This is an optimization exercise on Yosys and OpenROAD, whose aim is a short achievable clock period and few clock cycles, not a production implementation. Where RTL was checked, it was by simulation tests only, not by an equivalence proof against the original. For run 1, only the layout was checked, not whether the RTL still works. No activity file was given, so power comes from the tool's default toggle rates.

### flow/flow/run.sh
#!/bin/bash
# Standard layout, with timing repair aiming well below the design's period,
# sizing free to change a cell's footprint, and port buffers that can drive
set -euo pipefail
bash standard.sh finish SETUP_SLACK_MARGIN=${MARGIN:-7.5} MATCH_CELL_FOOTPRINT=0 \
    "BUFFER_PORTS_ARGS=-buffer_cell sky130_fd_sc_hd__buf_4" > standard.log 2>&1
### flow/standard.sh
#!/bin/bash
# synth_recipe.tcl (not shown) runs the flow's synth.tcl, then flattens the netlist and writes it again
# the make line also repeats each setting of config.mk as NAME=value (left out here)
make -C /OpenROAD-flow-scripts/flow DESIGN_CONFIG=/design/flow/config.mk WORK_HOME=/design/flow/orfs CLKGATE_MAP_FILE= SYNTH_SCRIPT=/design/flow/synth_recipe.tcl "${@:-finish}"
### flow/config.mk
export PLATFORM = sky130hd
export DESIGN_NAME = cpu_top
export DESIGN_NICKNAME = cpu_top
export VERILOG_FILES = /design/flow/design.v
export SDC_FILE = /design/flow/constraint.sdc
export NUM_CORES = 4
export LEC_CHECK = 0
export ABC_CLOCK_PERIOD_IN_PS = 2500
export CAP_MARGIN = 20
export CORE_MARGIN = 2
export CORE_UTILIZATION = 45
export SETUP_SLACK_MARGIN = 5
export SLEW_MARGIN = 20
export TNS_END_PERCENT = 20
### flow/constraint.sdc
create_clock -name core_clock -period 10.0 [get_ports {clk}]
set_input_delay 2.0000 -clock core_clock [delete_from_list [all_inputs] [get_ports {clk}]]
set_output_delay 2.0000 -clock core_clock [all_outputs]
set_load 0.01 [all_outputs]
### flow/design.v
`timescale 1ns/1ps
`default_nettype none
package cpu_pkg;
    typedef enum logic [3:0] {
        OP_ADD  = 4'b0000,
        OP_SUB  = 4'b0001,
        OP_AND  = 4'b0010,
        OP_OR   = 4'b0011,
        OP_XOR  = 4'b0100,
        OP_NOT  = 4'b0101,
        OP_SLA  = 4'b0110,
        OP_SRA  = 4'b0111,
        OP_LI   = 4'b1000,
        OP_LW   = 4'b1001,
        OP_SW   = 4'b1010,
        OP_BIZ  = 4'b1011,
        OP_BNZ  = 4'b1100,
        OP_HALT = 4'b1101,   
        OP_JMP  = 4'b1110,
        OP_RSVD = 4'b1111    
    } opcode_t;
endpackage
`default_nettype wire
`timescale 1ns/1ps
`default_nettype none
module cpu_control #(
    parameter int PF_AHEAD = 24      
) (
    input  logic                   clk,
    input  logic                   rst,
    input  logic                   mem_req_ready,
    input  logic [16-1:0] mem_rdata,
    output logic [8-1:0] mem_addr,
    output logic [16-1:0] mem_wdata,
    output logic                   mem_we,
    output logic                   mem_req_valid,
    output logic                   halted,
    output logic                   rf_we,
    output logic [3:0]             rf_waddr,
    output logic [16-1:0] rf_wdata,
    output logic                   rf_wzero,
    output logic [3:0]             rf_ra1,
    output logic [3:0]             rf_ra2,
    output logic [3:0]             rf_ra3,
    input  logic [16-1:0] rf_rd1,
    input  logic [16-1:0] rf_rd2,
    input  logic [16-1:0] rf_rd3,
    input  logic [16-1:0] rf_zflags,
    output logic [3:0]             alu_op,
    output logic [7:0]             alu_imm,
    output logic [16-1:0] alu_a,
    output logic [16-1:0] alu_b,
    input  logic [16-1:0] alu_res,
    input  logic                   alu_zero,
    output logic                   ic_fill,
    output logic [8-1:0] ic_fill_addr,
    output logic                   ic_swap,
    output logic [8-1:0] ic_swap_addr,
    output logic [8-1:0] ic_swap_nxt,
    output logic [8-1:0] ic_swap_alt,
    output logic                   ic_swap_pred,
    output logic [8-1:0] ic_a_addr,
    input  logic                   ic_a_hit,
    input  logic [16-1:0] ic_a_word,
    input  logic [8-1:0] ic_a_nxt,
    input  logic [8-1:0] ic_a_alt,
    input  logic                   ic_a_pred,
    output logic [8-1:0] ic_b_addr,
    input  logic                   ic_b_hit,
    input  logic [16-1:0] ic_b_word,
    input  logic [8-1:0] ic_b_nxt,
    input  logic [8-1:0] ic_b_alt,
    input  logic                   ic_b_pred,
    output logic [8-1:0] ic_d_addr,
    input  logic                   ic_d_hit,
    input  logic [16-1:0] ic_d_word,
    input  logic [8-1:0] ic_d_nxt,
    input  logic [8-1:0] ic_d_alt,
    input  logic                   ic_d_pred,
    output logic [8-1:0] ic_c_addr,
    input  logic                   ic_c_hit,
    output logic                   dc_wr_en,
    output logic [8-1:0] dc_wr_addr,
    output logic [16-1:0] dc_wr_data,
    output logic [8-1:0] dc_rd_addr,
    input  logic                   dc_hit,
    input  logic [16-1:0] dc_rd_data
);
    logic                   req_valid;
    logic [8-1:0] req_addr;
    logic                   req_we;
    logic                   req_ld;
    logic [16-1:0] sdata;       
    logic [8-1:0] pc;          
    logic [8-1:0] pc1;         
    logic                   ir_valid;    
    logic [16-1:0] ir_word;
    logic [8-1:0] ir_nxt;      
    logic [8-1:0] ir_alt;      
    logic                   ir_pred;     
    logic                   ir_mem;      
    logic                   ld_wait;     
    logic                   halt_r;
    logic [8-1:0] fpc;         
    logic [3:0]             ex_op;
    logic [3:0]             ex_d;        
    logic [7:0]             ex_imm;
    logic                   ex_valid;
    logic [16-1:0] opa;
    logic [16-1:0] opb;
    logic                   port_free;   
    logic                   req_fetch;
    logic                   fill;
    logic                   load_done;
    logic [8-1:0] m_tgt;
    logic [8-1:0] m_tgt1;
    logic                   m_pred;
    logic                   e_pred;
    logic [8-1:0] e_nxt;
    logic [8-1:0] e_alt;
    logic [8-1:0] e_nxt1;
    logic [8-1:0] e_alt1;
    logic [3:0]             w_op;
    logic [3:0]             w_d;
    logic                   avail;
    logic                   needs_port;
    logic                   issue;
    logic                   issue_a;
    logic                   issue_b;
    logic                   wb_valid;
    logic [16-1:0] wb_data;
    logic                   wb_zero;
    logic [8-1:0] wb_addr;
    logic                   fw;
    logic [16-1:0] fw_data;
    logic                   fw_zero;
    logic                   zp;          
    logic                   zp_ok;       
    logic                   ex_zp;
    logic                   ex_zp_ok;
    logic                   z_late;      
    logic [1:0]             mq_cnt;
    logic                   mq0_ld;
    logic [8-1:0] mq0_addr;
    logic [16-1:0] mq0_data;
    logic                   mq1_ld;
    logic [8-1:0] mq1_addr;
    logic [16-1:0] mq1_data;
    logic                   enq;         
    logic                   mo_avail;    
    logic                   mo_ld;
    logic [8-1:0] mo_addr;
    logic [16-1:0] mo_data;
    logic                   byp_nxt;
    logic                   byp_alt;
    logic                   is_sw;
    logic                   is_ld;
    logic                   is_halt;
    logic                   is_cond;
    logic                   d_zero;
    logic [8-1:0] pc2;
    logic [8-1:0] nxt1;
    logic [8-1:0] alt1;
    logic                   byp_a;       
    logic                   byp_b;       
    logic                   byp_d;       
    logic [16-1:0] st_data;
    logic                   ld_miss;
    logic [8-1:0] pf_dist;
    logic                   pf_in;       
    logic                   pf_out;      
    logic [1:0]             taken;
    logic [1:0]             pred_ok;
    logic [8-1:0] n_pc   [2];
    logic [8-1:0] n_pc1  [2];
    logic [1:0]             n_hit;
    logic [1:0]             n_byp;
    logic [1:0]             f_valid;     
    logic [8-1:0] f_addr [2];
    logic [1:0]             f_we;
    logic [1:0]             f_ld;
    logic [8-1:0] f_fpc  [2];
    logic [8-1:0] b_fpc;       
    assign mem_req_valid = req_valid;
    assign mem_addr      = req_addr;
    assign mem_we        = req_we;
    assign mem_wdata     = sdata;
    assign halted        = halt_r;
    assign port_free = !req_valid | mem_req_ready;
    assign req_fetch = req_valid & !req_we & !req_ld;
    assign fill      = req_fetch & mem_req_ready;
    assign load_done = req_valid & req_ld & mem_req_ready;
    assign ic_fill      = fill;
    assign ic_fill_addr = req_addr;
    assign w_op    = ir_word[15:12];
    assign w_d     = ir_word[11:8];
    assign is_sw   = (w_op == cpu_pkg::OP_SW);
    assign is_ld   = (w_op == cpu_pkg::OP_LW);
    assign is_halt = (w_op == cpu_pkg::OP_HALT);
    assign is_cond = (w_op == cpu_pkg::OP_BIZ) || (w_op == cpu_pkg::OP_BNZ);
    assign avail      = ir_valid & !ld_wait & !halt_r;
    assign needs_port = (is_ld & !dc_hit) | is_sw | is_halt;
    assign issue_a    = avail & !(is_sw | is_ld | is_halt) & !z_late;
    assign issue_b    = avail & (is_sw | is_ld) & (mq_cnt != 2'd2) & !(is_sw & wb_valid);
    assign issue      = issue_a | issue_b |
                        (avail & is_halt & (mq_cnt == 2'd0) & !req_valid);
    assign ld_miss    = is_ld & !dc_hit;
    assign d_zero = (fw && ex_d == w_d) ? fw_zero : rf_zflags[w_d];
    assign zp_ok  = (w_op == cpu_pkg::OP_LI) || is_ld ||
                    !(fw && (ex_d == ir_word[7:4] || ex_d == ir_word[3:0]));
    assign z_late = is_cond && ex_valid && !ex_zp_ok && ex_d == w_d;
    cpu_zero zero_pre (
        .op   (w_op),
        .imm  (ir_word[7:0]),
        .a    (rf_rd1),
        .b    (is_ld ? dc_rd_data : rf_rd2),
        .zero (zp)
    );
    assign taken[1]   = (w_op == cpu_pkg::OP_BIZ) || (w_op == cpu_pkg::OP_JMP);
    assign taken[0]   = (w_op == cpu_pkg::OP_BNZ) || (w_op == cpu_pkg::OP_JMP);
    assign pc2        = pc1 + 1'b1;
    assign nxt1       = ir_nxt + 1'b1;
    assign alt1       = ir_alt + 1'b1;
    assign m_tgt  = pc1 + ir_word[7:0];
    assign m_tgt1 = pc2 + ir_word[7:0];
    assign m_pred = (w_op == cpu_pkg::OP_JMP) || (w_op == cpu_pkg::OP_BNZ) ||
                    (w_op == cpu_pkg::OP_BIZ && ir_word[7]);
    assign e_pred = ir_mem ? m_pred : ir_pred;
    assign e_nxt  = !ir_mem ? ir_nxt : m_pred ? m_tgt  : pc1;
    assign e_alt  = !ir_mem ? ir_alt : m_pred ? pc1    : m_tgt;
    assign e_nxt1 = !ir_mem ? nxt1   : m_pred ? m_tgt1 : pc2;
    assign e_alt1 = !ir_mem ? alt1   : m_pred ? pc2    : m_tgt1;
    assign pred_ok[1] = (taken[1] == e_pred);
    assign pred_ok[0] = (taken[0] == e_pred);
    assign ic_a_addr = ir_nxt;
    assign ic_b_addr = ir_alt;
    assign ic_d_addr = pc;
    assign ic_c_addr = fpc;
    assign byp_d     = req_fetch && req_addr == pc;
    assign byp_nxt = !ir_mem ? (req_addr == ir_nxt) : (!m_pred && req_addr == pc1);
    assign byp_alt = !ir_mem ? (req_addr == ir_alt) : ( m_pred && req_addr == pc1);
    always_comb begin
        for (int z = 0; z < 2; z++) begin
            n_pc[z]  = pred_ok[z] ? e_nxt  : e_alt;
            n_pc1[z] = pred_ok[z] ? e_nxt1 : e_alt1;
            n_hit[z] = !ir_mem && (pred_ok[z] ? ic_a_hit : ic_b_hit);
            n_byp[z] = req_fetch && (pred_ok[z] ? byp_nxt : byp_alt);
        end
    end
    assign ic_swap      = issue & is_cond & ic_d_hit & !(d_zero ? pred_ok[1] : pred_ok[0]);
    assign ic_swap_addr = pc;
    assign ic_swap_nxt  = e_alt;
    assign ic_swap_alt  = e_nxt;
    assign ic_swap_pred = !e_pred;
    assign alu_op   = ex_op;
    assign alu_imm  = ex_imm;
    assign alu_a    = opa;
    assign alu_b    = opb;
    assign rf_waddr = ex_d;
    assign rf_we    = ex_valid | wb_valid;
    assign rf_wdata = ex_valid ? alu_res : wb_data;
    assign rf_wzero = ex_valid ? (ex_zp_ok ? ex_zp : alu_zero) : wb_zero;
    assign fw       = ex_valid | wb_valid;
    assign fw_data  = ex_valid ? alu_res : wb_data;
    assign fw_zero  = ex_valid ? ex_zp : wb_zero;
    always_ff @(posedge clk or negedge rst) begin
        if (!rst) begin
            wb_valid <= 1'b0;
        end else begin
            wb_valid <= load_done;
        end
    end
    always_ff @(posedge clk) begin
        if (load_done) begin
            wb_data <= mem_rdata;
            wb_zero <= (mem_rdata == '0);
            wb_addr <= req_addr;
        end
    end
    assign rf_ra1  = ir_word[7:4];
    assign rf_ra2  = ir_word[3:0];
    assign rf_ra3  = w_d;
    assign st_data = (fw && ex_d == w_d) ? fw_data : rf_rd3;
    assign dc_rd_addr = ir_word[7:0];
    assign dc_wr_en   = wb_valid | (issue & is_sw);
    assign dc_wr_addr = wb_valid ? wb_addr : ir_word[7:0];
    assign dc_wr_data = wb_valid ? wb_data : st_data;
    assign pf_dist = fpc - pc;
    assign pf_in   = (pf_dist != '0) && (pf_dist <= PF_AHEAD);
    assign pf_out  = (pf_dist == '0) || pf_dist[8-1];
    always_comb begin
        for (int z = 0; z < 2; z++) begin
            f_valid[z] = 1'b0;
            f_addr[z]  = req_addr;
            f_we[z]    = 1'b0;
            f_ld[z]    = 1'b0;
            f_fpc[z]   = fpc;
            if (halt_r) begin
                f_valid[z] = 1'b0;
            end else if (avail && is_halt) begin
                f_valid[z] = 1'b0;
            end else if (issue && !n_hit[z] && !n_byp[z] &&
                         !(ir_mem && taken[z] && ir_word[7])) begin
                f_valid[z] = 1'b1;
                f_addr[z]  = n_pc[z];
                f_fpc[z]   = n_pc1[z];
            end else if (!ir_valid && !byp_d) begin
                f_valid[z] = !ic_d_hit;
                f_addr[z]  = pc;
                f_fpc[z]   = ic_d_hit ? fpc : pc1;
            end else if (pf_in && !ic_c_hit) begin
                f_valid[z] = 1'b1;
                f_addr[z]  = fpc;
                f_fpc[z]   = fpc + 1'b1;
            end else if (pf_in) begin
                f_fpc[z]   = fpc + 1'b1;
            end else if (pf_out) begin
                f_fpc[z]   = pc1;
            end
        end
    end
    assign enq      = issue & (is_sw | ld_miss);
    assign mo_avail = (mq_cnt != 2'd0) | enq;
    assign mo_ld    = (mq_cnt != 2'd0) ? mq0_ld   : ld_miss;
    assign mo_addr  = (mq_cnt != 2'd0) ? mq0_addr : ir_word[7:0];
    assign mo_data  = (mq_cnt != 2'd0) ? mq0_data : st_data;
    always_ff @(posedge clk or negedge rst) begin
        if (!rst) begin
            mq_cnt <= 2'd0;
        end else begin
            case (mq_cnt)
                2'd0:    if (enq && !port_free) mq_cnt <= 2'd1;
                2'd1:    if (port_free) mq_cnt <= enq ? 2'd1 : 2'd0;
                         else if (enq)  mq_cnt <= 2'd2;
                default: if (port_free) mq_cnt <= 2'd1;
            endcase
        end
    end
    always_ff @(posedge clk) begin
        if (port_free && mq_cnt != 2'd0) begin
            if (mq_cnt == 2'd2) begin
                mq0_ld   <= mq1_ld;
                mq0_addr <= mq1_addr;
                mq0_data <= mq1_data;
            end else begin
                mq0_ld   <= ld_miss;
                mq0_addr <= ir_word[7:0];
                mq0_data <= st_data;
            end
        end else if (!port_free && mq_cnt == 2'd0) begin
            mq0_ld   <= ld_miss;
            mq0_addr <= ir_word[7:0];
            mq0_data <= st_data;
        end
        if (!port_free && mq_cnt == 2'd1) begin
            mq1_ld   <= ld_miss;
            mq1_addr <= ir_word[7:0];
            mq1_data <= st_data;
        end
    end
    always_comb begin
        if (pf_in && ic_c_hit)
            b_fpc = fpc + 1'b1;
        else if (pf_out)
            b_fpc = pc1;
        else
            b_fpc = fpc;
    end
    always_ff @(posedge clk or negedge rst) begin
        if (!rst) begin
            req_valid <= 1'b1;
            req_addr  <= '0;
            req_we    <= 1'b0;
            req_ld    <= 1'b0;
            pc        <= '0;
            pc1       <= 8'd1;
            fpc       <= 8'd1;
            ir_valid  <= 1'b0;
            ld_wait   <= 1'b0;
            ex_valid  <= 1'b0;
            halt_r    <= 1'b0;
        end else begin
            if (port_free && mo_avail && !halt_r) begin
                req_valid <= 1'b1;
                req_addr  <= mo_addr;
                req_we    <= !mo_ld;
                req_ld    <= mo_ld;
                fpc       <= b_fpc;
            end else if (port_free) begin
                req_valid <= d_zero ? f_valid[1] : f_valid[0];
                req_addr  <= d_zero ? f_addr[1]  : f_addr[0];
                req_we    <= d_zero ? f_we[1]    : f_we[0];
                req_ld    <= d_zero ? f_ld[1]    : f_ld[0];
                fpc       <= d_zero ? f_fpc[1]   : f_fpc[0];
            end else begin
                fpc       <= b_fpc;
            end
            if (issue) begin
                pc       <= d_zero ? n_pc[1]  : n_pc[0];
                pc1      <= d_zero ? n_pc1[1] : n_pc1[0];
                ir_valid <= d_zero ? (n_hit[1] | (fill & n_byp[1]))
                                   : (n_hit[0] | (fill & n_byp[0]));
            end else if (!ir_valid) begin
                ir_valid <= ic_d_hit | (fill & byp_d);
            end
            ld_wait  <= (issue & ld_miss) | (ld_wait & !load_done);
            ex_valid <= issue & (!w_op[3] | (w_op == cpu_pkg::OP_LI) | (is_ld & dc_hit));
            halt_r   <= halt_r | (issue & is_halt);
        end
    end
    logic [1:0] take_a;      
    logic [1:0] take_b;
    logic       sel_a;
    logic       sel_b;
    assign take_a[1] = !ir_mem & pred_ok[1] & ic_a_hit;
    assign take_a[0] = !ir_mem & pred_ok[0] & ic_a_hit;
    assign take_b[1] = !ir_mem & !pred_ok[1] & ic_b_hit;
    assign take_b[0] = !ir_mem & !pred_ok[0] & ic_b_hit;
    assign sel_a     = d_zero ? take_a[1] : take_a[0];
    assign sel_b     = d_zero ? take_b[1] : take_b[0];
    always_ff @(posedge clk) begin
        if (issue) begin
            ir_word <= (sel_a | sel_b) ? (sel_a ? ic_a_word : ic_b_word) : mem_rdata;
            ir_nxt  <= sel_a ? ic_a_nxt  : ic_b_nxt;
            ir_alt  <= sel_a ? ic_a_alt  : ic_b_alt;
            ir_pred <= sel_a ? ic_a_pred : ic_b_pred;
            ir_mem  <= !(sel_a | sel_b);
        end else if (!ir_valid) begin
            ir_word <= ic_d_hit ? ic_d_word : mem_rdata;
            ir_nxt  <= ic_d_nxt;
            ir_alt  <= ic_d_alt;
            ir_pred <= ic_d_pred;
            ir_mem  <= !ic_d_hit;
        end
    end
    always_ff @(posedge clk) begin
        ex_op    <= w_op;
        ex_imm   <= ir_word[7:0];
        ex_zp    <= zp;
        ex_zp_ok <= zp_ok;
        opa    <= (fw && ex_d == ir_word[7:4]) ? fw_data : rf_rd1;
        if (is_ld)
            opb <= dc_rd_data;
        else
            opb <= (fw && ex_d == ir_word[3:0]) ? fw_data : rf_rd2;
    end
    always_ff @(posedge clk) begin
        if (issue) ex_d <= w_d;
        if (port_free) sdata <= mo_data;
    end
endmodule
`default_nettype wire
`timescale 1ns/1ps
`default_nettype none
module cpu_fetch_unit #(
    parameter int IDX_W = 5
) (
    input  logic                   clk,
    input  logic                   rst,
    input  logic                   fill,
    input  logic [8-1:0] fill_addr,
    input  logic [16-1:0] fill_data,
    input  logic                   swap,
    input  logic [8-1:0] swap_addr,
    input  logic [8-1:0] swap_nxt,
    input  logic [8-1:0] swap_alt,
    input  logic                   swap_pred,
    input  logic [8-1:0] a_addr,
    output logic                   a_hit,
    output logic [16-1:0] a_word,
    output logic [8-1:0] a_nxt,
    output logic [8-1:0] a_alt,
    output logic                   a_pred,
    input  logic [8-1:0] b_addr,
    output logic                   b_hit,
    output logic [16-1:0] b_word,
    output logic [8-1:0] b_nxt,
    output logic [8-1:0] b_alt,
    output logic                   b_pred,
    input  logic [8-1:0] d_addr,
    output logic                   d_hit,
    output logic [16-1:0] d_word,
    output logic [8-1:0] d_nxt,
    output logic [8-1:0] d_alt,
    output logic                   d_pred,
    input  logic [8-1:0] c_addr,
    output logic                   c_hit
);
    localparam int N     = 1 << IDX_W;
    localparam int TAG_W = 8 - IDX_W;
    logic [16-1:0] words [N];
    logic [TAG_W-1:0]       tags  [N];
    logic [8-1:0] nxts  [N];
    logic [8-1:0] alts  [N];
    logic [N-1:0]           preds;
    logic [N-1:0]           valid;
    logic                   fr_valid;
    logic [8-1:0] fr_addr;
    logic [16-1:0] fr_word;
    logic [3:0]             fr_op;
    logic [8-1:0] fr_seq;
    logic [8-1:0] fr_target;
    logic                   fr_pred;
    logic [8-1:0] fr_nxt;
    logic [8-1:0] fr_alt;
    logic                   sw_valid;
    logic [8-1:0] sw_addr;
    logic [8-1:0] sw_nxt;
    logic [8-1:0] sw_alt;
    logic                   sw_pred;
    logic [IDX_W-1:0]       fi;
    logic [IDX_W-1:0]       si;
    logic [IDX_W-1:0]       ai;
    logic [IDX_W-1:0]       bi;
    logic [IDX_W-1:0]       di;
    logic [IDX_W-1:0]       ci;
    always_ff @(posedge clk or negedge rst) begin
        if (!rst) begin
            fr_valid <= 1'b0;
            sw_valid <= 1'b0;
        end else begin
            fr_valid <= fill;
            sw_valid <= swap && !(fr_valid && fr_addr[IDX_W-1:0] == swap_addr[IDX_W-1:0]);
        end
    end
    always_ff @(posedge clk) begin
        if (swap) begin
            sw_addr <= swap_addr;
            sw_nxt  <= swap_nxt;
            sw_alt  <= swap_alt;
            sw_pred <= swap_pred;
        end
    end
    always_ff @(posedge clk) begin
        if (fill) begin
            fr_addr <= fill_addr;
            fr_word <= fill_data;
        end
    end
    assign fr_op     = fr_word[15:12];
    assign fr_seq    = fr_addr + 1'b1;
    assign fr_target = fr_seq + fr_word[7:0];
    assign fr_pred   = (fr_op == cpu_pkg::OP_JMP) || (fr_op == cpu_pkg::OP_BNZ) ||
                       (fr_op == cpu_pkg::OP_BIZ && fr_word[7]);
    assign fr_nxt    = fr_pred ? fr_target : fr_seq;
    assign fr_alt    = fr_pred ? fr_seq : fr_target;
    assign fi = fr_addr[IDX_W-1:0];
    assign si = sw_addr[IDX_W-1:0];
    assign ai = a_addr[IDX_W-1:0];
    assign bi = b_addr[IDX_W-1:0];
    assign di = d_addr[IDX_W-1:0];
    assign ci = c_addr[IDX_W-1:0];
    always_ff @(posedge clk or negedge rst) begin
        if (!rst) begin
            valid <= '0;
        end else if (fr_valid) begin
            valid[fi] <= 1'b1;
        end
    end
    always_ff @(posedge clk) begin
        if (fr_valid) begin
            words[fi] <= fr_word;
            tags[fi]  <= fr_addr[8-1:IDX_W];
        end
        if (fr_valid) begin
            nxts[fi]  <= fr_nxt;
            alts[fi]  <= fr_alt;
            preds[fi] <= fr_pred;
        end
        if (sw_valid && !(fr_valid && fi == si)) begin
            nxts[si]  <= sw_nxt;
            alts[si]  <= sw_alt;
            preds[si] <= sw_pred;
        end
    end
    logic a_fr, b_fr, d_fr, c_fr;
    assign a_fr = fr_valid && fr_addr == a_addr;
    assign b_fr = fr_valid && fr_addr == b_addr;
    assign d_fr = fr_valid && fr_addr == d_addr;
    assign c_fr = fr_valid && fr_addr == c_addr;
    assign a_hit  = a_fr || (valid[ai] && tags[ai] == a_addr[8-1:IDX_W]);
    assign a_word = a_fr ? fr_word : words[ai];
    assign a_nxt  = a_fr ? fr_nxt  : nxts[ai];
    assign a_alt  = a_fr ? fr_alt  : alts[ai];
    assign a_pred = a_fr ? fr_pred : preds[ai];
    assign b_hit  = b_fr || (valid[bi] && tags[bi] == b_addr[8-1:IDX_W]);
    assign b_word = b_fr ? fr_word : words[bi];
    assign b_nxt  = b_fr ? fr_nxt  : nxts[bi];
    assign b_alt  = b_fr ? fr_alt  : alts[bi];
    assign b_pred = b_fr ? fr_pred : preds[bi];
    assign d_hit  = d_fr || (valid[di] && tags[di] == d_addr[8-1:IDX_W]);
    assign d_word = d_fr ? fr_word : words[di];
    assign d_nxt  = d_fr ? fr_nxt  : nxts[di];
    assign d_alt  = d_fr ? fr_alt  : alts[di];
    assign d_pred = d_fr ? fr_pred : preds[di];
    assign c_hit  = c_fr || (valid[ci] && tags[ci] == c_addr[8-1:IDX_W]);
endmodule
`default_nettype wire
`timescale 1ns/1ps
`default_nettype none
module cpu_regfile (
    input  logic                   clk,
    input  logic                   rst,
    input  logic                   we,
    input  logic [3:0]             waddr,
    input  logic [16-1:0] wdata,
    input  logic                   wzero,     
    input  logic [3:0]             ra1,
    input  logic [3:0]             ra2,
    input  logic [3:0]             ra3,
    output logic [16-1:0] rd1,
    output logic [16-1:0] rd2,
    output logic [16-1:0] rd3,
    output logic [16-1:0] zflags
);
    logic [16-1:0] regs [16];
    always_ff @(posedge clk or negedge rst) begin
        if (!rst) begin
            for (int i = 0; i < 16; i++) begin
                regs[i]   <= '0;
                zflags[i] <= 1'b1;
            end
        end else if (we) begin
            regs[waddr]   <= wdata;
            zflags[waddr] <= wzero;
        end
    end
    assign rd1 = regs[ra1];
    assign rd2 = regs[ra2];
    assign rd3 = regs[ra3];
endmodule
`default_nettype wire
`timescale 1ns/1ps
`default_nettype none
module cpu_execute (
    input  logic [3:0]             op,
    input  logic [7:0]             imm,
    input  logic [16-1:0] a,
    input  logic [16-1:0] b,
    output logic [16-1:0] res,
    output logic                   zero
);
    cpu_zero zero_inst (
        .op   (op),
        .imm  (imm),
        .a    (a),
        .b    (b),
        .zero (zero)
    );
    always_comb begin
        case (op)
            cpu_pkg::OP_ADD: res = a + b;
            cpu_pkg::OP_SUB: res = a - b;
            cpu_pkg::OP_AND: res = a & b;
            cpu_pkg::OP_OR:  res = a | b;
            cpu_pkg::OP_XOR: res = a ^ b;
            cpu_pkg::OP_NOT: res = ~a;
            cpu_pkg::OP_SLA: res = {a[16-2:0], 1'b0};
            cpu_pkg::OP_SRA: res = {a[16-1], a[16-1:1]};
            cpu_pkg::OP_LW:  res = b;
            default:         res = {{(16-8){imm[7]}}, imm};    
        endcase
    end
endmodule
`default_nettype wire
`timescale 1ns/1ps
`default_nettype none
module cpu_dcache #(
    parameter int IDX_W = 4
) (
    input  logic                   clk,
    input  logic                   rst,
    input  logic                   wr_en,
    input  logic [8-1:0] wr_addr,
    input  logic [16-1:0] wr_data,
    input  logic [8-1:0] rd_addr,
    output logic                   hit,
    output logic [16-1:0] rd_data
);
    localparam int N     = 1 << IDX_W;
    localparam int TAG_W = 8 - IDX_W;
    logic [16-1:0] words [N];
    logic [TAG_W-1:0]       tags  [N];
    logic [N-1:0]           valid;
    logic                   dw_valid;
    logic [8-1:0] dw_addr;
    logic [16-1:0] dw_data;
    logic                   dw_hit;
    always_ff @(posedge clk or negedge rst) begin
        if (!rst) begin
            dw_valid <= 1'b0;
            valid    <= '0;
        end else begin
            dw_valid <= wr_en;
            if (dw_valid) valid[dw_addr[IDX_W-1:0]] <= 1'b1;
        end
    end
    always_ff @(posedge clk) begin
        if (wr_en) begin
            dw_addr <= wr_addr;
            dw_data <= wr_data;
        end
        if (dw_valid) begin
            words[dw_addr[IDX_W-1:0]] <= dw_data;
            tags[dw_addr[IDX_W-1:0]]  <= dw_addr[8-1:IDX_W];
        end
    end
    assign dw_hit  = dw_valid && dw_addr == rd_addr;
    assign hit     = dw_hit ||
                     (valid[rd_addr[IDX_W-1:0]] && tags[rd_addr[IDX_W-1:0]] == rd_addr[8-1:IDX_W]);
    assign rd_data = dw_hit ? dw_data : words[rd_addr[IDX_W-1:0]];
endmodule
`default_nettype wire
`timescale 1ns/1ps
`default_nettype none
module cpu_zero (
    input  logic [3:0]             op,
    input  logic [7:0]             imm,
    input  logic [16-1:0] a,
    input  logic [16-1:0] b,
    output logic                   zero
);
    logic z_add, z_eq, z_and, z_or, z_not, z_sla, z_sra, z_li, z_b;
    assign z_add = ((a ^ b) == {a[16-2:0] | b[16-2:0], 1'b0});
    assign z_eq  = (a == b);             
    assign z_and = ((a & b) == '0);
    assign z_or  = (a == '0) && (b == '0);
    assign z_not = (a == '1);
    assign z_sla = (a[16-2:0] == '0);
    assign z_sra = (a[16-1:1] == '0);
    assign z_li  = (imm == '0);
    assign z_b   = (b == '0);            
    assign zero = (op == cpu_pkg::OP_ADD                          && z_add) ||
                  ((op == cpu_pkg::OP_SUB || op == cpu_pkg::OP_XOR) && z_eq)  ||
                  (op == cpu_pkg::OP_AND                          && z_and) ||
                  (op == cpu_pkg::OP_OR                           && z_or)  ||
                  (op == cpu_pkg::OP_NOT                          && z_not) ||
                  (op == cpu_pkg::OP_SLA                          && z_sla) ||
                  (op == cpu_pkg::OP_SRA                          && z_sra) ||
                  (op == cpu_pkg::OP_LW                           && z_b)   ||
                  (op[3] && op != cpu_pkg::OP_LW                  && z_li);
endmodule
`default_nettype wire
`timescale 1ns/1ps
`default_nettype none
module cpu_top (
    input  logic                   clk,
    input  logic                   rst,
    output logic [8-1:0] mem_addr,
    output logic [16-1:0] mem_wdata,
    output logic                   mem_we,
    output logic                   mem_req_valid,
    input  logic                   mem_req_ready,
    input  logic [16-1:0] mem_rdata,      
    output logic                   halted
);
    logic                     rf_we;
    logic [3:0]               rf_waddr;
    logic [16-1:0]   rf_wdata;
    logic                     rf_wzero;
    logic [3:0]               rf_ra1;
    logic [3:0]               rf_ra2;
    logic [3:0]               rf_ra3;
    logic [16-1:0]   rf_rd1;
    logic [16-1:0]   rf_rd2;
    logic [16-1:0]   rf_rd3;
    logic [16-1:0] rf_zflags;
    logic [3:0]               alu_op;
    logic [7:0]               alu_imm;
    logic [16-1:0]   alu_a;
    logic [16-1:0]   alu_b;
    logic [16-1:0]   alu_res;
    logic                     alu_zero;
    logic                     ic_fill;
    logic [8-1:0]   ic_fill_addr;
    logic                     ic_swap;
    logic [8-1:0]   ic_swap_addr;
    logic [8-1:0]   ic_swap_nxt;
    logic [8-1:0]   ic_swap_alt;
    logic                     ic_swap_pred;
    logic [8-1:0]   ic_a_addr;
    logic                     ic_a_hit;
    logic [16-1:0]   ic_a_word;
    logic [8-1:0]   ic_a_nxt;
    logic [8-1:0]   ic_a_alt;
    logic                     ic_a_pred;
    logic [8-1:0]   ic_b_addr;
    logic                     ic_b_hit;
    logic [16-1:0]   ic_b_word;
    logic [8-1:0]   ic_b_nxt;
    logic [8-1:0]   ic_b_alt;
    logic                     ic_b_pred;
    logic [8-1:0]   ic_d_addr;
    logic                     ic_d_hit;
    logic [16-1:0]   ic_d_word;
    logic [8-1:0]   ic_d_nxt;
    logic [8-1:0]   ic_d_alt;
    logic                     ic_d_pred;
    logic [8-1:0]   ic_c_addr;
    logic                     ic_c_hit;
    logic                     dc_wr_en;
    logic [8-1:0]   dc_wr_addr;
    logic [16-1:0]   dc_wr_data;
    logic [8-1:0]   dc_rd_addr;
    logic                     dc_hit;
    logic [16-1:0]   dc_rd_data;
    cpu_control control_inst (
        .clk           (clk),
        .rst           (rst),
        .mem_req_ready (mem_req_ready),
        .mem_rdata     (mem_rdata),
        .mem_addr      (mem_addr),
        .mem_wdata     (mem_wdata),
        .mem_we        (mem_we),
        .mem_req_valid (mem_req_valid),
        .halted        (halted),
        .rf_we         (rf_we),
        .rf_waddr      (rf_waddr),
        .rf_wdata      (rf_wdata),
        .rf_wzero      (rf_wzero),
        .rf_ra1        (rf_ra1),
        .rf_ra2        (rf_ra2),
        .rf_ra3        (rf_ra3),
        .rf_rd1        (rf_rd1),
        .rf_rd2        (rf_rd2),
        .rf_rd3        (rf_rd3),
        .rf_zflags     (rf_zflags),
        .alu_op        (alu_op),
        .alu_imm       (alu_imm),
        .alu_a         (alu_a),
        .alu_b         (alu_b),
        .alu_res       (alu_res),
        .alu_zero      (alu_zero),
        .ic_fill       (ic_fill),
        .ic_fill_addr  (ic_fill_addr),
        .ic_swap       (ic_swap),
        .ic_swap_addr  (ic_swap_addr),
        .ic_swap_nxt   (ic_swap_nxt),
        .ic_swap_alt   (ic_swap_alt),
        .ic_swap_pred  (ic_swap_pred),
        .ic_a_addr     (ic_a_addr),
        .ic_a_hit      (ic_a_hit),
        .ic_a_word     (ic_a_word),
        .ic_a_nxt      (ic_a_nxt),
        .ic_a_alt      (ic_a_alt),
        .ic_a_pred     (ic_a_pred),
        .ic_b_addr     (ic_b_addr),
        .ic_b_hit      (ic_b_hit),
        .ic_b_word     (ic_b_word),
        .ic_b_nxt      (ic_b_nxt),
        .ic_b_alt      (ic_b_alt),
        .ic_b_pred     (ic_b_pred),
        .ic_d_addr     (ic_d_addr),
        .ic_d_hit      (ic_d_hit),
        .ic_d_word     (ic_d_word),
        .ic_d_nxt      (ic_d_nxt),
        .ic_d_alt      (ic_d_alt),
        .ic_d_pred     (ic_d_pred),
        .ic_c_addr     (ic_c_addr),
        .ic_c_hit      (ic_c_hit),
        .dc_wr_en      (dc_wr_en),
        .dc_wr_addr    (dc_wr_addr),
        .dc_wr_data    (dc_wr_data),
        .dc_rd_addr    (dc_rd_addr),
        .dc_hit        (dc_hit),
        .dc_rd_data    (dc_rd_data)
    );
    cpu_dcache dcache_inst (
        .clk     (clk),
        .rst     (rst),
        .wr_en   (dc_wr_en),
        .wr_addr (dc_wr_addr),
        .wr_data (dc_wr_data),
        .rd_addr (dc_rd_addr),
        .hit     (dc_hit),
        .rd_data (dc_rd_data)
    );
    cpu_regfile regfile_inst (
        .clk    (clk),
        .rst    (rst),
        .we     (rf_we),
        .waddr  (rf_waddr),
        .wdata  (rf_wdata),
        .wzero  (rf_wzero),
        .ra1    (rf_ra1),
        .ra2    (rf_ra2),
        .ra3    (rf_ra3),
        .rd1    (rf_rd1),
        .rd2    (rf_rd2),
        .rd3    (rf_rd3),
        .zflags (rf_zflags)
    );
    cpu_execute execute_inst (
        .op   (alu_op),
        .imm  (alu_imm),
        .a    (alu_a),
        .b    (alu_b),
        .res  (alu_res),
        .zero (alu_zero)
    );
    cpu_fetch_unit fetch_inst (
        .clk         (clk),
        .rst         (rst),
        .fill        (ic_fill),
        .fill_addr   (ic_fill_addr),
        .fill_data   (mem_rdata),
        .swap        (ic_swap),
        .swap_addr   (ic_swap_addr),
        .swap_nxt    (ic_swap_nxt),
        .swap_alt    (ic_swap_alt),
        .swap_pred   (ic_swap_pred),
        .a_addr      (ic_a_addr),
        .a_hit       (ic_a_hit),
        .a_word      (ic_a_word),
        .a_nxt       (ic_a_nxt),
        .a_alt       (ic_a_alt),
        .a_pred      (ic_a_pred),
        .b_addr      (ic_b_addr),
        .b_hit       (ic_b_hit),
        .b_word      (ic_b_word),
        .b_nxt       (ic_b_nxt),
        .b_alt       (ic_b_alt),
        .b_pred      (ic_b_pred),
        .d_addr      (ic_d_addr),
        .d_hit       (ic_d_hit),
        .d_word      (ic_d_word),
        .d_nxt       (ic_d_nxt),
        .d_alt       (ic_d_alt),
        .d_pred      (ic_d_pred),
        .c_addr      (ic_c_addr),
        .c_hit       (ic_c_hit)
    );
endmodule
`default_nettype wire
==> impl_results.md, run 1 <==
* Worst vdd ir at about 170 uV
* Period Utilization, post-route at 40.2%
* Setup violators final at 0
* Total Wirelength at 530 mm
* CP Buf/Inv Count at 4
* Clk latency of the worst-skew pair at about 0.96 ns
* Worst slew margin at 16.3%
* Crit path max-delay cell type: mux4_2
* Worst hold margin at approximately 0.46 ns
* Post-route clock skew at 0.105 ns
* Antenna Nets Post-Route at 0
* Synth warn at 10
* CTS tree: built
* Vias per std cell at 7.23
* I/O Buffers at 45
* Dominant cell by count in the synthesized netlist: edfxtp_1
* Top delay family on crit path: multiplexers
* DRT iter0 DRCs at about 18000
* Crit end category: flop
* Gate Count Post-Synth at 9408
* Vias in the first global route at 92700
* Clock Tree Buf Depth at 4
* Die height at 524 um
* Row count at 191
* Leading area contributor after synthesis: edfxtp_1
* Largest net degree at the start of global routing at 139
* Pins Over Slew Limit at 0
* Syn_nets at 9563
* Commonest cells post-synth: 1639 x edfxtp_1, 1176 x mux4_2, 793 x nor2_1
* Startpoint Class: flop
* RSZ-0062 raised after global routing: yes
* Placer Congestion at 0.990
* DP Wirelength at ~290 mm
* DR pass1 iterations at 19
* Outcome: complete, no violations
* DIE WIDTH at 524 um
* Clk root buf: clkbuf_16
* Share of the synthesized area in the top cell type at 40.4%
* Die area at 275000 um2
* H-Tree Depth at 4
* Synth cell types at 104
* Clock sink count at 2096
* Largest cells by area after synthesis: edfxtp_1 40%, mux4_2 22%, dfrtp_1 7.1%, a21oi_1 2.6%, o21ai_0 2.5%
* Peak Freq at 249 MHz
* Cell area power density at 161 nW/um2
* First-pass GRT wire length at 718 mm
* Top_reg_cell synth: edfxtp_1
* Mapped cell area at 122000 um2
* Via count at 99300
* Part of the Yosys area used for sequential elements at 49.4%
* Layout overhead on the synthesized area at 24.6%
* Fin crit period at 4.02 ns
* Final hold vios at 0
* Number of flops mapped to enable cells by yosys at around 1600
* Nets at 10100
* Crit-path cells: buf_4 -> mux4_2 -> mux4_2 -> mux2i_4 -> nor4_4 -> buf_4 -> o21ai_4 -> buf_12 -> a22oi_2 -> buf_12 -> a21oi_4 -> a222oi_1 -> mux2_4
* Hold/Removal Path Class: flop to flop
* I/O Pins at 46
* Grt ovf at 0
* DR DRC count at 0
* Worst setup path category: flop to flop
* Setup TNS at 0 ns
* #FFs+latches synth at 2096
* Critical path fanouts, max at 22
* Initial core utilization at 45.1%
* CTS Buf Count at ~230
* Post-Syn Area per Cell at 13.0 um2
* Core area at 270000 um2
* Worst EP required at 10.76 ns
* Total track usage at 37.0%
* Share of cells above drive strength 1 at between 30% and 40%
* Max cap viols at 0
* Wire per inst at 38.6 um
* Synth async-reset ratio at 17.4%
* Clock-pin slew on the worst setup and hold paths at 0.07 ns
* CP Data Arrival Time at about 4.8 ns
* Slew @ Worst Pin at 1.25 ns
* Initial antenna violation count at 20
* Fillers at 21100
* Max incr delay on CP at 0.53 ns
* Pleak at ~53 nW
## metal layers
layer	part of all wire [%]	vias to the layer above	track usage, %	wire length (um)
met4	8.1	16	22.3	42800
met2	42	8829	52.7	222000
met1	35	49700	49.1	186000
met3	15	2309	12.0	79100
met5	0.045	-	0.502	236
li1	-	38400	-	-
## power by group
part / internal, mW / switching (mW)
registers: 10.0 / 0.294
logic: 2.35 / 2.90
clock network: 5.05 / 3.80
## what timing repair did
item | 4_1_cts | 5_1_grt
resized for setup | 1050 | 851
pin swaps | 108 | 290
setup endpoints to repair | 2516 | 2462
hold buffers | 0 | 0
gates cloned | 117 | 43
buffers inserted | 356 | 276
## stage by stage
stage / cells / area [um2] / setup slack (ns) / total power, mW / util [%]
floorplan: 9408 / 124000 / 5.82 / 12.9 / -
global placement: 12500 / 128000 / 4.08 / 13.8 / 47.2
detailed placement: 12500 / 128000 / 4.06 / 14.0 / 47.3
CTS: 13400 / 145000 / 6.13 / 23.8 / 53.8
global route: 13700 / 152000 / 6.02 / 25.0 / 56.2
finish: 13700 / 152000 / 5.98 / 24.4 / 56.2
## cells by family (layout without fill, tap and decap cells)
kind of cell | after synthesis | count (layout) | share of synthesized area (%)
adders and majority gates | 136 | 136 | 1.43
xor gates and xnor gates | 207 | 207 | 1.49
other | 0 | 10 | 0
DFF | 2096 | 2096 | 49.4
and+or+nand+nor | 2212 | 2226 | 8.01
AOI/OAI and AO/OA | 2140 | 2141 | 11.0
buffers and inverters | 1028 | 1758 | 3.41
muxes | 1589 | 1590 | 25.2
## cell type report
class | count | area (um2) | area share, %
Clock inverter | 147 | 1480 | 0.974
Timing Repair inverter | 3 | 18.8 | 0.0124
Timing Repair Buffer | 1166 | 14100 | 9.27
Tap cell | 3570 | 4470 | 2.94
Clock buffer | 280 | 6160 | 4.06
Inverter | 162 | 694 | 0.457
Antenna cell | 10 | 25.0 | 0.0165
Sequential cell | 2096 | 60400 | 39.8
Multi-Input combinational cell | 6300 | 64500 | 42.5
## cells in the final DEF (no fill, tap or decap), drive strengths merged, types with 110 or more instances in the layout
master / n
a22oi: 232
mux2: 110
xnor2: 136
dfrtp: 346
edfxtp: 1639
ha: 130
nand3: 133
inv: 161
mux2i: 304
clkbuf: 382
o21ai: 626
nand2: 786
nor2: 794
buf: 1063
mux4: 1176
a21oi: 630
## path summary, 6_finish.rpt
kind / startpoint / end / slack (ns) / cells past startpoint
worst min-delay path: dcache_inst.valid[12] / dcache_inst.valid[12] / 0.46 / 1
worst max-delay path: control_inst.ir_nxt[1] / flop / 5.98 / 13
worst min register to register: dcache_inst.valid[12] / dcache_inst.valid[12] / 0.46 / 1
worst max register to register: control_inst.ir_nxt[1] / flop / 5.98 / 13
min in group asynchronous: rst / regfile_inst.regs[11][11] / 1.07 / 1
max in group asynchronous: rst / regfile_inst.regs[8][0] / 6.98 / 3
## sequential cells by signal (all words and copies together) (netlist names), 16 cells and up, named ones only
name                   count
control_inst.opb          16
fetch_inst.preds          32
fetch_inst.nxts          256
dcache_inst.dw_data       16
control_inst.mq0_data     16
control_inst.wb_data      16
regfile_inst.zflags       16
dcache_inst.tags          64
fetch_inst.tags           96
fetch_inst.valid          32
control_inst.mq1_data     16
dcache_inst.valid         16
control_inst.opa          16
fetch_inst.alts          256
control_inst.sdata        16
dcache_inst.words        256
fetch_inst.words         512
control_inst.ir_word      16
fetch_inst.fr_word        16
regfile_inst.regs        256
==> run 2: changes to the inputs <==
--- a/flow/design.v
+++ b/flow/design.v
@@ -134,11 +134,6 @@
     logic                   fw;
     logic [16-1:0] fw_data;
     logic                   fw_zero;
-    logic                   zp;          
-    logic                   zp_ok;       
-    logic                   ex_zp;
-    logic                   ex_zp_ok;
-    logic                   z_late;      
     logic [1:0]             mq_cnt;
     logic                   mq0_ld;
     logic [8-1:0] mq0_addr;
@@ -200,22 +195,12 @@
     assign is_cond = (w_op == cpu_pkg::OP_BIZ) || (w_op == cpu_pkg::OP_BNZ);
     assign avail      = ir_valid & !ld_wait & !halt_r;
     assign needs_port = (is_ld & !dc_hit) | is_sw | is_halt;
-    assign issue_a    = avail & !(is_sw | is_ld | is_halt) & !z_late;
+    assign issue_a    = avail & !(is_sw | is_ld | is_halt);
     assign issue_b    = avail & (is_sw | is_ld) & (mq_cnt != 2'd2) & !(is_sw & wb_valid);
     assign issue      = issue_a | issue_b |
                         (avail & is_halt & (mq_cnt == 2'd0) & !req_valid);
     assign ld_miss    = is_ld & !dc_hit;
     assign d_zero = (fw && ex_d == w_d) ? fw_zero : rf_zflags[w_d];
-    assign zp_ok  = (w_op == cpu_pkg::OP_LI) || is_ld ||
-                    !(fw && (ex_d == ir_word[7:4] || ex_d == ir_word[3:0]));
-    assign z_late = is_cond && ex_valid && !ex_zp_ok && ex_d == w_d;
-    cpu_zero zero_pre (
-        .op   (w_op),
-        .imm  (ir_word[7:0]),
-        .a    (rf_rd1),
-        .b    (is_ld ? dc_rd_data : rf_rd2),
-        .zero (zp)
-    );
     assign taken[1]   = (w_op == cpu_pkg::OP_BIZ) || (w_op == cpu_pkg::OP_JMP);
     assign taken[0]   = (w_op == cpu_pkg::OP_BNZ) || (w_op == cpu_pkg::OP_JMP);
     assign pc2        = pc1 + 1'b1;
@@ -259,10 +244,10 @@
     assign rf_waddr = ex_d;
     assign rf_we    = ex_valid | wb_valid;
     assign rf_wdata = ex_valid ? alu_res : wb_data;
-    assign rf_wzero = ex_valid ? (ex_zp_ok ? ex_zp : alu_zero) : wb_zero;
+    assign rf_wzero = ex_valid ? alu_zero : wb_zero;
     assign fw       = ex_valid | wb_valid;
     assign fw_data  = ex_valid ? alu_res : wb_data;
-    assign fw_zero  = ex_valid ? ex_zp : wb_zero;
+    assign fw_zero  = ex_valid ? alu_zero : wb_zero;
     always_ff @(posedge clk or negedge rst) begin
         if (!rst) begin
             wb_valid <= 1'b0;
@@ -434,10 +419,8 @@
         end
     end
     always_ff @(posedge clk) begin
-        ex_op    <= w_op;
-        ex_imm   <= ir_word[7:0];
-        ex_zp    <= zp;
-        ex_zp_ok <= zp_ok;
+        ex_op  <= w_op;
+        ex_imm <= ir_word[7:0];
         opa    <= (fw && ex_d == ir_word[7:4]) ? fw_data : rf_rd1;
         if (is_ld)
             opb <= dc_rd_data;
@@ -640,13 +623,16 @@
     output logic [16-1:0] res,
     output logic                   zero
 );
-    cpu_zero zero_inst (
-        .op   (op),
-        .imm  (imm),
-        .a    (a),
-        .b    (b),
-        .zero (zero)
-    );
+    logic z_add, z_eq, z_and, z_or, z_not, z_sla, z_sra, z_li, z_b;
+    assign z_add = ((a ^ b) == {a[16-2:0] | b[16-2:0], 1'b0});
+    assign z_eq  = (a == b);             
+    assign z_and = ((a & b) == '0);
+    assign z_or  = (a == '0) && (b == '0);
+    assign z_not = (a == '1);
+    assign z_sla = (a[16-2:0] == '0);
+    assign z_sra = (a[16-1:1] == '0);
+    assign z_li  = (imm == '0);
+    assign z_b   = (b == '0);            
     always_comb begin
         case (op)
             cpu_pkg::OP_ADD: res = a + b;
@@ -661,6 +647,15 @@
             default:         res = {{(16-8){imm[7]}}, imm};    
         endcase
     end
+    assign zero = (op == cpu_pkg::OP_ADD                          && z_add) ||
+                  ((op == cpu_pkg::OP_SUB || op == cpu_pkg::OP_XOR) && z_eq)  ||
+                  (op == cpu_pkg::OP_AND                          && z_and) ||
+                  (op == cpu_pkg::OP_OR                           && z_or)  ||
+                  (op == cpu_pkg::OP_NOT                          && z_not) ||
+                  (op == cpu_pkg::OP_SLA                          && z_sla) ||
+                  (op == cpu_pkg::OP_SRA                          && z_sra) ||
+                  (op == cpu_pkg::OP_LW                           && z_b)   ||
+                  (op[3] && op != cpu_pkg::OP_LW                  && z_li);
 endmodule
 `default_nettype wire
 `timescale 1ns/1ps
@@ -712,36 +707,6 @@
 endmodule
 `default_nettype wire
 `timescale 1ns/1ps
-`default_nettype none
-module cpu_zero (
-    input  logic [3:0]             op,
-    input  logic [7:0]             imm,
-    input  logic [16-1:0] a,
-    input  logic [16-1:0] b,
-    output logic                   zero
-);
-    logic z_add, z_eq, z_and, z_or, z_not, z_sla, z_sra, z_li, z_b;
-    assign z_add = ((a ^ b) == {a[16-2:0] | b[16-2:0], 1'b0});
-    assign z_eq  = (a == b);             
-    assign z_and = ((a & b) == '0);
-    assign z_or  = (a == '0) && (b == '0);
-    assign z_not = (a == '1);
-    assign z_sla = (a[16-2:0] == '0);
-    assign z_sra = (a[16-1:1] == '0);
-    assign z_li  = (imm == '0);
-    assign z_b   = (b == '0);            
-    assign zero = (op == cpu_pkg::OP_ADD                          && z_add) ||
-                  ((op == cpu_pkg::OP_SUB || op == cpu_pkg::OP_XOR) && z_eq)  ||
-                  (op == cpu_pkg::OP_AND                          && z_and) ||
-                  (op == cpu_pkg::OP_OR                           && z_or)  ||
-                  (op == cpu_pkg::OP_NOT                          && z_not) ||
-                  (op == cpu_pkg::OP_SLA                          && z_sla) ||
-                  (op == cpu_pkg::OP_SRA                          && z_sra) ||
-                  (op == cpu_pkg::OP_LW                           && z_b)   ||
-                  (op[3] && op != cpu_pkg::OP_LW                  && z_li);
-endmodule
-`default_nettype wire
-`timescale 1ns/1ps
 `default_nettype none
 module cpu_top (
     input  logic                   clk,
--- a/flow/config.mk
+++ b/flow/config.mk
@@ -8,7 +8,7 @@
 export ABC_CLOCK_PERIOD_IN_PS = 2500
 export CAP_MARGIN = 20
 export CORE_MARGIN = 2
-export CORE_UTILIZATION = 45
+export CORE_UTILIZATION = 55
 export SETUP_SLACK_MARGIN = 5
 export SLEW_MARGIN = 20
 export TNS_END_PERCENT = 20
==> impl_results.md, run 2 <==
* Outcome: complete, no violations
* Worst reg2reg setup slack at 5.98 ns
* Post-route clock skew at 0.0976 ns
* RSZ-0062 raised after global routing: yes
* End of the critical path: control_inst.ir_alt[6]
* Fin crit period at 4.02 ns
* Most frequent cells in the layout: 1639 x edfxtp_1, 1180 x mux4_2, 823 x nand2_1
* Initial core utilization at approximately 55%
* Synth async-reset ratio at between 10% and 20%
* Vias in the first global route at 89700
* Top_reg_cell synth: edfxtp_1
* Leading area contributor after synthesis: edfxtp_1
* Worst EP required at 10.61 ns
* Syn_nets at 9277
* Number of flops mapped to enable cells by yosys at between 1500 and 2000
* CP Data Arrival Time at 4.63 ns
* Gate Count Post-Synth at 9153
* Clock Tree Buf Depth at 3
* Post-Syn Area per Cell at 13.1 um2
* CTS Buf Count at 226
* DIE WIDTH at 471 um
* Clk latency of the worst-skew pair at ~0.96 ns
* Critical path fanouts, max at 8
* Initial antenna violation count at 29
* Setup TNS at 0 ns
* DP Wirelength at between 200 and 300 mm
* Part of the Yosys area used for sequential elements at between 50% and 60%
* Total track usage at 43.3%
* Max FFs per register at 512
* Reg-to-Reg Start: control_inst.opb[10]
* Die height at 471 um
* Peak Freq at 249 MHz
* Crit end category: flop
* Pins Over Slew Limit at 0
* Path depth of the worst reg2reg path at 17
* Die area at 222000 um2
* Placer Congestion at 1.01
* DR DRC count at 0
* Cell area power density at 239 nW/um2
* Nets at about 9600
* Grt ovf at 0
* Startpoint Class: flop
* I/O Buffers at 45
* Hold/Removal Path Class: flop to flop
* Setup violators final at 0
* Share of cells above drive strength 1 at a little over a third
* Layout overhead on the synthesized area at 20.4%
* Worst setup path category: flop to flop
* Pleak at 49.5 nW
* Worst vdd ir at between 200 and 250 uV
* Crit path max-delay cell type: or4_4
* #FFs+latches synth at 2094
* Clk root buf: clkbuf_16
* Most common cell after layout, fill and taps aside: edfxtp_1
* Slew @ Worst Pin at 1.21 ns
* Dominant cell by count in the synthesized netlist: edfxtp_1
* Period Utilization, post-route at 40.2%
* DR pass1 iterations at 13
* Final hold vios at 0
* Biggest register: fetch_inst.words
* DRT iter0 DRCs at 16100
* Mapped cell area at 120000 um2
* Share of the synthesized area in the top cell type at between 40% and 50%
* Worst Setup SP: control_inst.opb[10]
* H-Tree Depth at 4
* Max cap viols at 0
* Synth cell types at 98
* Crit-path cells: inv_4 -> ha_4 -> nor4_4 -> nand4_1 -> or4_4 -> o221a_4 -> a31oi_4 -> a21oi_4 -> mux2i_4 -> nor3_4 -> buf_4 -> buf_12 -> buf_16 -> buf_12 -> buf_4 -> a31oi_2 -> o21ai_1
* Via count at 94000
* Clock sink count at about 2100
* Total Wirelength at 491 mm
* Fin util at 66.6%
* Synth warn at 10
* Antenna Nets Post-Route at 0
* Commonest cells post-synth: 1639 x edfxtp_1, 1180 x mux4_2, 846 x nand2_1
* Largest net degree at the start of global routing at 145
* Worst slew margin at between 15 and 20%
* Hold-fix buffers, CTS at 0
* Max incr delay on CP at 0.52 ns
* Vias per std cell at around 7.5
* CTS tree: built
* Row count at 171
* I/O Pins at between 40 and 50
* Wire per inst at ~39 um
* Clock-pin slew on the worst setup and hold paths at 0.06 ns
* First-pass GRT wire length at a little under 700 mm
* R2R Path End: control_inst.ir_alt[6]
* Core area at 217000 um2
* Largest cells by area after synthesis: edfxtp_1 41%, mux4_2 22%, dfrtp_1 7.2%, nand2_1 2.7%, a21oi_1 2.5%
run 2: changes by cell type in the layout (fill, tap and decap cells not counted), moves of 47 or more:
cell,before,now
buf_4,655,535
clkbuf_16,336,277
mux2i_1,274,227
nand2_1,708,823
o21ai_1,44,125
o21ai_2,197,87
run 2: worst min path at each step:
stage                                        start                     to  depth (start not counted)
after CTS                    dcache_inst.valid[11]  dcache_inst.valid[11]                          1
after detailed placement     dcache_inst.valid[12]  dcache_inst.valid[12]                          1
after global routing          dcache_inst.valid[9]   dcache_inst.valid[9]                          1
after global placement        dcache_inst.valid[3]   dcache_inst.valid[3]                          1
after floorplan           control_inst.ir_word[14]  control_inst.ex_op[2]                          0
final                        dcache_inst.valid[10]  dcache_inst.valid[10]                          1
run 2: worst max-delay path, delay by kind of cell, from the launching register on:
family | cells | cell delay (ns)
AO/OA/AOI/OAI | 5 | 0.95
AND/OR/NAND/NOR | 4 | 1.03
buffers and inverters | 6 | 0.82
multiplexers | 1 | 0.26
adder cells (fa/ha/maj) | 1 | 0.25
flip-flops | 1 | 0.39
run 2: stage by stage:
| stage | std cells | total power [mW] | cell area, um2 | setup WS, ns | hold slack (ns) |
|---|---|---|---|---|---|
| floorplan | 9153 | 18.9 | 122000 | 6.22 | 0.343 |
| global placement | 11500 | 22.4 | 125000 | 4.22 | 0.434 |
| detailed placement | 11500 | 22.6 | 125000 | 4.22 | 0.443 |
| CTS | 12400 | 33.3 | 141000 | 6.08 | 0.457 |
| global route | 12500 | 35.3 | 144000 | 5.96 | 0.478 |
| finish | 12500 | 34.5 | 144000 | 5.98 | 0.459 |
run 2: per-layer routing:
| metal | vias to the layer above | part of all wire (%) | routed length (um) | track usage, % |
|---|---|---|---|---|
| li1 | 37000 | - | - | - |
| met1 | 47400 | 36 | 175000 | 58.8 |
| met2 | 7750 | 43 | 209000 | 62.1 |
| met3 | 1895 | 15 | 75700 | 15.5 |
| met4 | 30 | 6.3 | 30900 | 21.4 |
| met5 | - | 0.043 | 213 | 0.0649 |
run 2: power by group:
group	switching [mW]	leakage, nW	internal (mW)	total (mW)
combinational	8.26	25.3	6.43	14.7
clock	3.79	3.62	4.77	8.56
sequential	0.651	20.6	10.6	11.2
run 2: area by class of cell:
type / count / area, um2
Inverter: 126 / 564
Timing Repair inverter: 3 / 25.0
Clock inverter: 133 / 1520
Clock buffer: 287 / 6000
Timing Repair Buffer: 928 / 10700
Tap cell: 2854 / 3570
Sequential cell: 2094 / 60400
Fill cell: 15300 / 72500
Multi-Input combinational cell: 6106 / 61500
Antenna cell: 10 / 25.0
run 2: repair_timing:
| item | 4_1_cts | 5_1_grt |
|---|---|---|
| pin swaps | 161 | 148 |
| buffers inserted | 353 | 128 |
| gates resized for setup | 849 | 485 |
| setup endpoints to repair | 2422 | 2360 |
| cloned | 64 | 21 |
run 2: cell families (layout without fill, tap and decap cells):
kind of cell / count (synthesis) / in the layout / share of synthesized area, %
AOI/OAI and AO/OA: 2048 / 2051 / 10.6
xor gates and xnor gates: 189 / 189 / 1.38
adders and majority gates: 105 / 105 / 1.13
buffers and inverters: 967 / 1477 / 3.15
DFF: 2094 / 2094 / 50.2
muxes: 1559 / 1560 / 25.5
other: 0 / 10 / 0
and+or+nand+nor: 2191 / 2201 / 8.00
Testbench counts of run 2, summed over its fixed seeds: cycles 34,772.
==> run 3: changes to the inputs <==
--- a/flow/config.mk
+++ b/flow/config.mk
@@ -8,7 +8,7 @@
 export ABC_CLOCK_PERIOD_IN_PS = 2500
 export CAP_MARGIN = 20
 export CORE_MARGIN = 2
-export CORE_UTILIZATION = 55
+export CORE_UTILIZATION = 45
 export SETUP_SLACK_MARGIN = 5
 export SLEW_MARGIN = 20
 export TNS_END_PERCENT = 20
==> impl_results.md, run 3 <==
* Outcome: complete, no violations
* DR DRC count at 0
* Vias per std cell at 7.10
* Worst reg2reg setup slack at 6.02 ns
* Largest cells by area after synthesis: edfxtp_1 41%, mux4_2 22%, dfrtp_1 7.2%, nand2_1 2.7%, a21oi_1 2.5%
* Layout overhead on the synthesized area at 21.7%
* RSZ-0062 raised after global routing: yes
* Max FFs per register at just over 500
* Gate Count Post-Synth at 9153
* Clock sink count at 2094
* Clock-pin slew on the worst setup and hold paths at 0.06 ns
* Max cap viols at 0
* Setup violators final at 0
* Worst setup path category: flop to flop
* Crit path max-delay cell type: edfxtp_1
* Die height at about 520 um
* DIE WIDTH at 520 um
* Fin crit period at around 4 ns
* Commonest cells post-synth: 1639 x edfxtp_1, 1180 x mux4_2, 846 x nand2_1
* First-pass GRT wire length at 689 mm
* Initial antenna violation count at 22
* Pins Over Slew Limit at 0
* Overall power at 34.1 mW
* Hold EP: dcache_inst.valid[11]
* Top_reg_cell synth: edfxtp_1
* Path depth of the worst reg2reg path at 11
* Post-route clock skew at 0.0904 ns
* H-Tree Depth at 4
* Synth cell types at 98
* Clock Tree Buf Depth at 4
* Largest net degree at the start of global routing at 131
* Hold Path Depth at 1
* Pre-CTS WS at 4.13 ns
* Row count at 189
* R2R Path End: control_inst.ir_word[12]
* Cell area power density at around 230 nW/um2
* Finished Cell Area at between 100000 and 150000 um2
* Max incr delay on CP at between 0.9 and 1 ns
* Grt ovf at 0
* Final setup margin at 6.02 ns
* Crit end category: flop
* Worst slew margin at 10.6%
* Number of flops mapped to enable cells by yosys at 1639
* CP most frequent cell: buf_4
* Clk latency of the worst-skew pair at 0.97 ns
* Setup TNS at 0 ns
* CTS Buf Count at between 200 and 250
* Post-Syn Area per Cell at around 13 um2
* Total Wirelength at about 500 mm
* Placer Congestion at roughly 0.99
* I/O Buffers at 45
* Initial core utilization at 45.2%
* I/O Pins at 46
* Share of cells above drive strength 1 at 36.0%
* Slew @ Worst Pin at 1.33 ns
* Hold Crit Start: dcache_inst.valid[11]
* Worst vdd ir at roughly 250 uV
* Synth warn at 10
* #FFs+latches synth at 2094
* CP Data Arrival Time at 4.65 ns
* Most frequent cells in the layout: 1639 x edfxtp_1, 1180 x mux4_2, 805 x nand2_1
* Peak Freq at 251 MHz
* Critical path fanouts, max at 40
* Pleak at ~50 nW
* Inst Count DP at 12200
* Post-DP Area at 126000 um2
* Period Utilization, post-route at between 30 and 40%
* Antenna Nets Post-Route at 0
* Hold-fix buffers, CTS at 0
* Vias in the first global route at 89900
* CTS tree: built
* Nets at 9674
* Part of the Yosys area used for sequential elements at 50.2%
* Leading area contributor after synthesis: edfxtp_1
* Reg-to-Reg Start: control_inst.ir_alt[5]
* Cell Count, Final, Fillers Out at 13300
* Final hold vios at 0
* Share of the synthesized area in the top cell type at 41.1%
* Mapped cell area at between 100000 and 150000 um2
* Most common cell after layout, fill and taps aside: edfxtp_1
* Syn_nets at between 9000 and 10000
* Total track usage at 35.8%
* Hold/Removal Path Class: flop to flop
* DRT iter0 DRCs at 14800
* Dominant cell by count in the synthesized netlist: edfxtp_1
* DR pass1 iterations at 10
* Startpoint Class: flop
* Die area at 270000 um2
* Worst EP required at 10.67 ns
* Via count at 94400
* Synth async-reset ratio at between 10% and 20%
* DP Wirelength at between 200 and 300 mm
* Crit-path cells: xnor2_1 -> nand4_1 -> nor3_2 -> buf_4 -> nor2_1 -> nor3_4 -> buf_12 -> buf_4 -> mux2_4 -> o211ai_1 -> o21ai_1
* Wire per inst at 37.9 um
* Clk root buf: clkbuf_16
* Biggest register: fetch_inst.words
* Core area at 265000 um2
run 3: cell counts after synthesis:
Identical to the previous run, type by type.
run 3: per-layer routing:
layer	global-route usage [%]	share of wire, %	up-vias
met3	11.5	14	1935
met2	52.4	43	7777
met1	47.2	35	47600
met4	20.2	7.4	26
li1	-	-	37100
met5	0.281	0.064	-
run 3: how the worst max path moves through the flow:
| stage | end | cells after the start | startpoint |
|---|---|---|---|
| 2_1_floorplan | control_inst.fpc[4] | 19 | control_inst.pc[1] |
| 5_1_grt | control_inst.ir_word[14] | 13 | control_inst.ir_word[12] |
| 3_3_place_gp | fetch_inst.sw_alt[2] | 9 | control_inst.pc[1] |
| 6_report | control_inst.ir_word[12] | 11 | control_inst.ir_alt[5] |
| 3_5_place_dp | control_inst.fpc[3] | 12 | flop |
| 4_1_cts | control_inst.ir_word[5] | 14 | control_inst.opa[2] |
run 3: layout make-up:
type / count / area, um2
timing repair buffer: 987 / 11400
sequential: 2094 / 60400
multi-input combinational: 6103 / 61100
clock buffer: 304 / 6340
inverter: 126 / 563
clock inverter: 132 / 1560
tap: 3533 / 4420
fill: 21200 / 119000
timing repair inverter: 2 / 16.3
antenna: 14 / 35.0
run 3: metrics by stage:
stage                     hold slack (ns)  utilization, %
after floorplan                     0.343               -
after global placement              0.434            47.6
after detailed placement            0.439            47.6
after CTS                           0.453            53.5
after global routing                0.465            55.0
final                               0.453            55.0
run 3: worst max-delay path, delay by kind of cell, from the launching register on:
family                    cells  cell delay [ns]
muxes                         1             0.28
xor gates and xnor gates      1             0.19
buffers and inverters         3             0.99
and+or+nand+nor               4             0.91
DFF                           1             0.99
AOI/OAI and AO/OA             2             0.32
run 3: timing repair:
| action | CTS | global route |
|---|---|---|
| setup endpoints to repair | 2440 | 2313 |
| pin swaps | 105 | 109 |
| cloned | 62 | 26 |
| resized for setup | 785 | 443 |
| setup buffers | 338 | 189 |
run 3: power by group:
group,leakage (nW),internal [mW],switching (mW),total [mW]
clock,3.82,5.25,3.82,9.07
combinational,25.5,5.98,7.77,13.8
sequential,20.5,10.6,0.685,11.3
run 3: logic make-up after synthesis:
group	after synthesis	share of synthesized area, %
AO/OA/AOI/OAI	2048	10.6
XOR/XNOR	189	1.38
adder cells (fa/ha/maj)	105	1.13
buffers and inverters	967	3.15
flip-flops	2094	50.2
multiplexers	1559	25.5
AND/OR/NAND/NOR	2191	8.00

[what the ideal ports hide]
In the flow no input, the clock included, has a driving cell. The finished layouts below were timed again as built, in two steps. Step 1, drivers: a clkbuf_16 drives clk and a buf_2 each remaining input, both assumed. Step 2 moves the port delays by t, midway between the first and last clock arrival at a register: inputs arrive t later, outputs are due t later. That takes back most of the time a late clock gives input paths. Three values: ideal ports, drivers, drivers and shift; two values: the first two.
| run | shift t [ns] | slack for setup (ns) | slew at the worst register clock pin (ns) |
|---|---|---|---|
| run 1 | 1.008 | 5.980 / 5.980 / 5.980 | 0.07 / 0.07 |
| run 2 | 1.010 | 5.981 / 5.981 / 5.870 | 0.07 / 0.07 |
| run 3 | 1.034 | 6.018 / 6.018 / 5.721 | 0.07 / 0.07 |
After both steps setup and hold are still met in every run listed. For run 3, which loses most, drivers alone change the setup slack by 0.000 ns; drivers and shift together by -0.297 ns.
